From an optimization exercise on the open Yosys and OpenROAD flow, aimed at small area and a short achievable clock period; shortcuts taken in it are not production practice. Power figures rest on the tool's default switching activity, not on a simulated workload.

==> flow/design.v <==
module lc3_mem_responder #(
    parameter int ADDR_W      = 8,
    parameter int WAIT_CYCLES = 2
) (
    input  logic        clk,
    input  logic        rst,
    input  logic        rd,
    input  logic        wr,
    input  logic [15:0] addr,
    input  logic [15:0] din,
    output logic [15:0] dout,
    output logic        complete,
    output logic        busy
);
    localparam int DEPTH = 1 << ADDR_W;
    localparam int PAIRS = DEPTH / 2;
    localparam int HI_N  = 16;           
    localparam int LO_N  = PAIRS / HI_N;  
    function automatic logic pol(input logic e, input logic [1:0] c);
        pol = e ? !(c[1] ^ c[0]) : c[1];
    endfunction
    logic busy_r, s1_r, s2_r, complete_r;
    logic accept_s, last_s;
    assign accept_s = !busy_r && (rd || wr);
    assign last_s   = busy_r && !s1_r && !s2_r;
    always_ff @(posedge clk or negedge rst) begin
        if (!rst) begin
            busy_r     <= 1'b0;
            s1_r       <= 1'b0;
            s2_r       <= 1'b0;
            complete_r <= 1'b0;
        end else begin
            busy_r     <= accept_s || s1_r || s2_r;
            s1_r       <= accept_s;
            s2_r       <= s1_r;
            complete_r <= last_s;
        end
    end
    logic [HI_N-1:0] rhi_r;
    logic [LO_N-1:0] rlo_r;
    logic            ra0_r;
    logic [15:0]     data_r;
    logic            op_rd_r;
    always_ff @(posedge clk) begin
        if (!busy_r) begin
            for (int g = 0; g < HI_N; g++) rhi_r[g] <= (addr[7:4] == 4'(g));
            for (int k = 0; k < LO_N; k++) rlo_r[k] <= (addr[3:1] == 3'(k));
            ra0_r   <= addr[0];
            data_r  <= din;
            op_rd_r <= rd;
        end
    end
    logic [3:0]      whi_r;
    logic [2:0]      wlo_r;
    logic            wa0_r;
    logic [15:0]     wdata_r;
    logic            wload_s;
    logic [3:0]      rhi_bin_s;
    logic [2:0]      rlo_bin_s;
    always_comb begin
        rhi_bin_s = '0;
        rlo_bin_s = '0;
        for (int g = 0; g < HI_N; g++) if (rhi_r[g]) rhi_bin_s = rhi_bin_s | 4'(g);
        for (int k = 0; k < LO_N; k++) if (rlo_r[k]) rlo_bin_s = rlo_bin_s | 3'(k);
    end
    logic            wvalid_r;
    assign wload_s = s2_r && !op_rd_r;
    always_ff @(posedge clk) begin
        if (wload_s) begin
            whi_r   <= rhi_bin_s;
            wlo_r   <= rlo_bin_s;
            wa0_r   <= ra0_r;
            wdata_r <= data_r;
        end
    end
    logic [1:0] cnt_r;
    logic       go1_r;
    logic       w2_r, w3_r, w4_r;
    always_ff @(posedge clk or negedge rst) begin
        if (!rst) begin
            go1_r <= 1'b0;
        end else begin
            go1_r <= wload_s;
        end
    end
    always_ff @(posedge clk) begin
        cnt_r <= cnt_r + 2'd1;
        w2_r  <= go1_r;
        w3_r  <= w2_r;
        w4_r  <= w3_r;
        if (go1_r) begin
            wvalid_r <= 1'b1;
        end else if (wload_s) begin
            wvalid_r <= 1'b0;
        end
    end
    logic [1:0]  cnt_n;
    logic        enter_s;
    logic        fval_s;
    logic [15:0] col_s;
    assign cnt_n   = cnt_r + 2'd1;
    assign enter_s = (wa0_r == cnt_n[0]);
    assign fval_s  = pol(wa0_r, cnt_n);
    assign col_s   = {16{(go1_r || w2_r || w3_r || w4_r) && enter_s}} & ~(wdata_r ^ {16{fval_s}});
    logic [PAIRS-1:0] wsel_s;
    logic [PAIRS-1:0] rsel_s;
    always_comb begin
        for (int m = 0; m < PAIRS; m++) begin
            wsel_s[m] = (whi_r == 4'(m / LO_N)) && (wlo_r == 3'(m % LO_N));
            rsel_s[m] = rhi_r[m / LO_N] && rlo_r[m % LO_N];
        end
    end
    logic [15:0] mem_x [0:PAIRS-1];
    logic [15:0] mem_y [0:PAIRS-1];
    always_ff @(posedge clk) begin
        for (int m = 0; m < PAIRS; m++) begin
            mem_x[m] <= ~(mem_y[m] | ({16{wsel_s[m]}} & col_s));
            mem_y[m] <= mem_x[m];
        end
    end
    localparam int PARTS = 4;
    localparam int PER   = PAIRS / PARTS;
    logic [15:0] part_s [0:PARTS-1];
    always_comb begin
        for (int p = 0; p < PARTS; p++) begin
            part_s[p] = '0;
            for (int m = p * PER; m < (p + 1) * PER; m++) part_s[p] = part_s[p] | ({16{rsel_s[m]}} & mem_x[m]);
        end
    end
    logic [15:0] part_r [0:PARTS-1];
    logic        ppol_r;
    logic        fwd_r;
    always_ff @(posedge clk) begin
        if (ra0_r == cnt_r[0]) begin
            for (int p = 0; p < PARTS; p++) part_r[p] <= part_s[p];
            ppol_r <= cnt_r[1];
            fwd_r  <= wvalid_r && (ra0_r == wa0_r) && rhi_r[whi_r] && rlo_r[wlo_r];
        end
    end
    logic [15:0] rdata_s;
    always_comb begin
        rdata_s = '0;
        for (int p = 0; p < PARTS; p++) rdata_s = rdata_s | part_r[p];
    end
    logic [15:0] dout_r;
    always_ff @(posedge clk) begin
        dout_r <= fwd_r ? wdata_r : (rdata_s ^ {16{ppol_r}});
    end
    assign dout     = dout_r;
    assign complete = complete_r;
    assign busy     = busy_r;
endmodule
==> flow/config.mk <==
export PLATFORM = sky130hd
export DESIGN_NAME = lc3_mem_responder
export DESIGN_NICKNAME = lc3_mem_responder
export VERILOG_FILES = /design/flow/design.v
export SDC_FILE = /design/flow/constraint.sdc
export NUM_CORES = 4
export LEC_CHECK = 0
export CAP_MARGIN = 20
export CORE_MARGIN = 2
export CORE_UTILIZATION = 55
export CTS_CLUSTER_DIAMETER = 60
export CTS_CLUSTER_SIZE = 24
export SETUP_SLACK_MARGIN = 2.2
export SLEW_MARGIN = 20
export SYNTH_MEMORY_MAX_BITS = 8192
==> flow/constraint.sdc <==
create_clock -name core_clock -period 4.6 [get_ports {clk}]
set_input_delay 0.9200 -clock core_clock [delete_from_list [all_inputs] [get_ports {clk}]]
set_output_delay 0.9200 -clock core_clock [all_outputs]
set_load 0.01 [all_outputs]
run.sh (not shown) runs the stock make flow with config.mk's settings and CLKGATE_MAP_FILE= SYNTH_SCRIPT=/design/flow/synth_recipe.tcl, a recipe that flattens the netlist after the stock synthesis.
Next try:
--- a/flow/design.v
+++ b/flow/design.v
@@ -50,25 +50,17 @@
             op_rd_r <= rd;
         end
     end
-    logic [3:0]      whi_r;
-    logic [2:0]      wlo_r;
+    logic [HI_N-1:0] whi_r;
+    logic [LO_N-1:0] wlo_r;
     logic            wa0_r;
     logic [15:0]     wdata_r;
     logic            wload_s;
-    logic [3:0]      rhi_bin_s;
-    logic [2:0]      rlo_bin_s;
-    always_comb begin
-        rhi_bin_s = '0;
-        rlo_bin_s = '0;
-        for (int g = 0; g < HI_N; g++) if (rhi_r[g]) rhi_bin_s = rhi_bin_s | 4'(g);
-        for (int k = 0; k < LO_N; k++) if (rlo_r[k]) rlo_bin_s = rlo_bin_s | 3'(k);
-    end
     logic            wvalid_r;
     assign wload_s = s2_r && !op_rd_r;
     always_ff @(posedge clk) begin
         if (wload_s) begin
-            whi_r   <= rhi_bin_s;
-            wlo_r   <= rlo_bin_s;
+            whi_r   <= rhi_r;
+            wlo_r   <= rlo_r;
             wa0_r   <= ra0_r;
             wdata_r <= data_r;
         end
@@ -106,7 +98,7 @@
     logic [PAIRS-1:0] rsel_s;
     always_comb begin
         for (int m = 0; m < PAIRS; m++) begin
-            wsel_s[m] = (whi_r == 4'(m / LO_N)) && (wlo_r == 3'(m % LO_N));
+            wsel_s[m] = whi_r[m / LO_N] && wlo_r[m % LO_N];
             rsel_s[m] = rhi_r[m / LO_N] && rlo_r[m % LO_N];
         end
     end
@@ -118,7 +110,7 @@
             mem_y[m] <= mem_x[m];
         end
     end
-    localparam int PARTS = 4;
+    localparam int PARTS = 2;
     localparam int PER   = PAIRS / PARTS;
     logic [15:0] part_s [0:PARTS-1];
     always_comb begin
@@ -134,7 +126,7 @@
         if (ra0_r == cnt_r[0]) begin
             for (int p = 0; p < PARTS; p++) part_r[p] <= part_s[p];
             ppol_r <= cnt_r[1];
-            fwd_r  <= wvalid_r && (ra0_r == wa0_r) && rhi_r[whi_r] && rlo_r[wlo_r];
+            fwd_r  <= wvalid_r && (ra0_r == wa0_r) && |(rhi_r & whi_r) && |(rlo_r & wlo_r);
         end
     end
     logic [15:0] rdata_s;
Outcome: Die area goes down by 1.2%. Count of clock-buffer cells in the layout goes up by 9. Fmax goes down by about 9%. Global-route usage goes up by 7.4 points. Clock power goes up by about 3%. Wire length goes up by about 21%. Power goes up by about 45%. Hold slack gets better by 0.0055 ns. Synthesized cell count goes up by about 1.3%. Worst setup slack gets worse by 0.29 ns.
No run of this note included a check of the RTL's function; only the layout flow was run.

[re-timing with driven ports]
The results above use ideal ports. As a check the final layouts listed here were re-extracted and re-timed, cells and wires unchanged.
Step 1: set_driving_cell puts a clkbuf_16 on clk and a buf_2 on each other input, an assumption about the parent block.
Step 2 moves the port delays by t, midway between the first and last clock arrival at a register: inputs arrive t later, outputs are due t later. That takes back most of the time a late clock gives input paths.
a / b / c = ideal ports / drivers / drivers and shift; a / b = the first two.
| run | t (ns) | setup WS [ns] | cell pins on the clock port's net |
|---|---|---|---|
| the first run | 0.986 | 1.800 / 1.800 / 1.800 | 1 |
| the second run | 0.976 | 1.515 / 1.515 / 1.515 | 1 |
After both steps setup and hold are still met in every run listed.
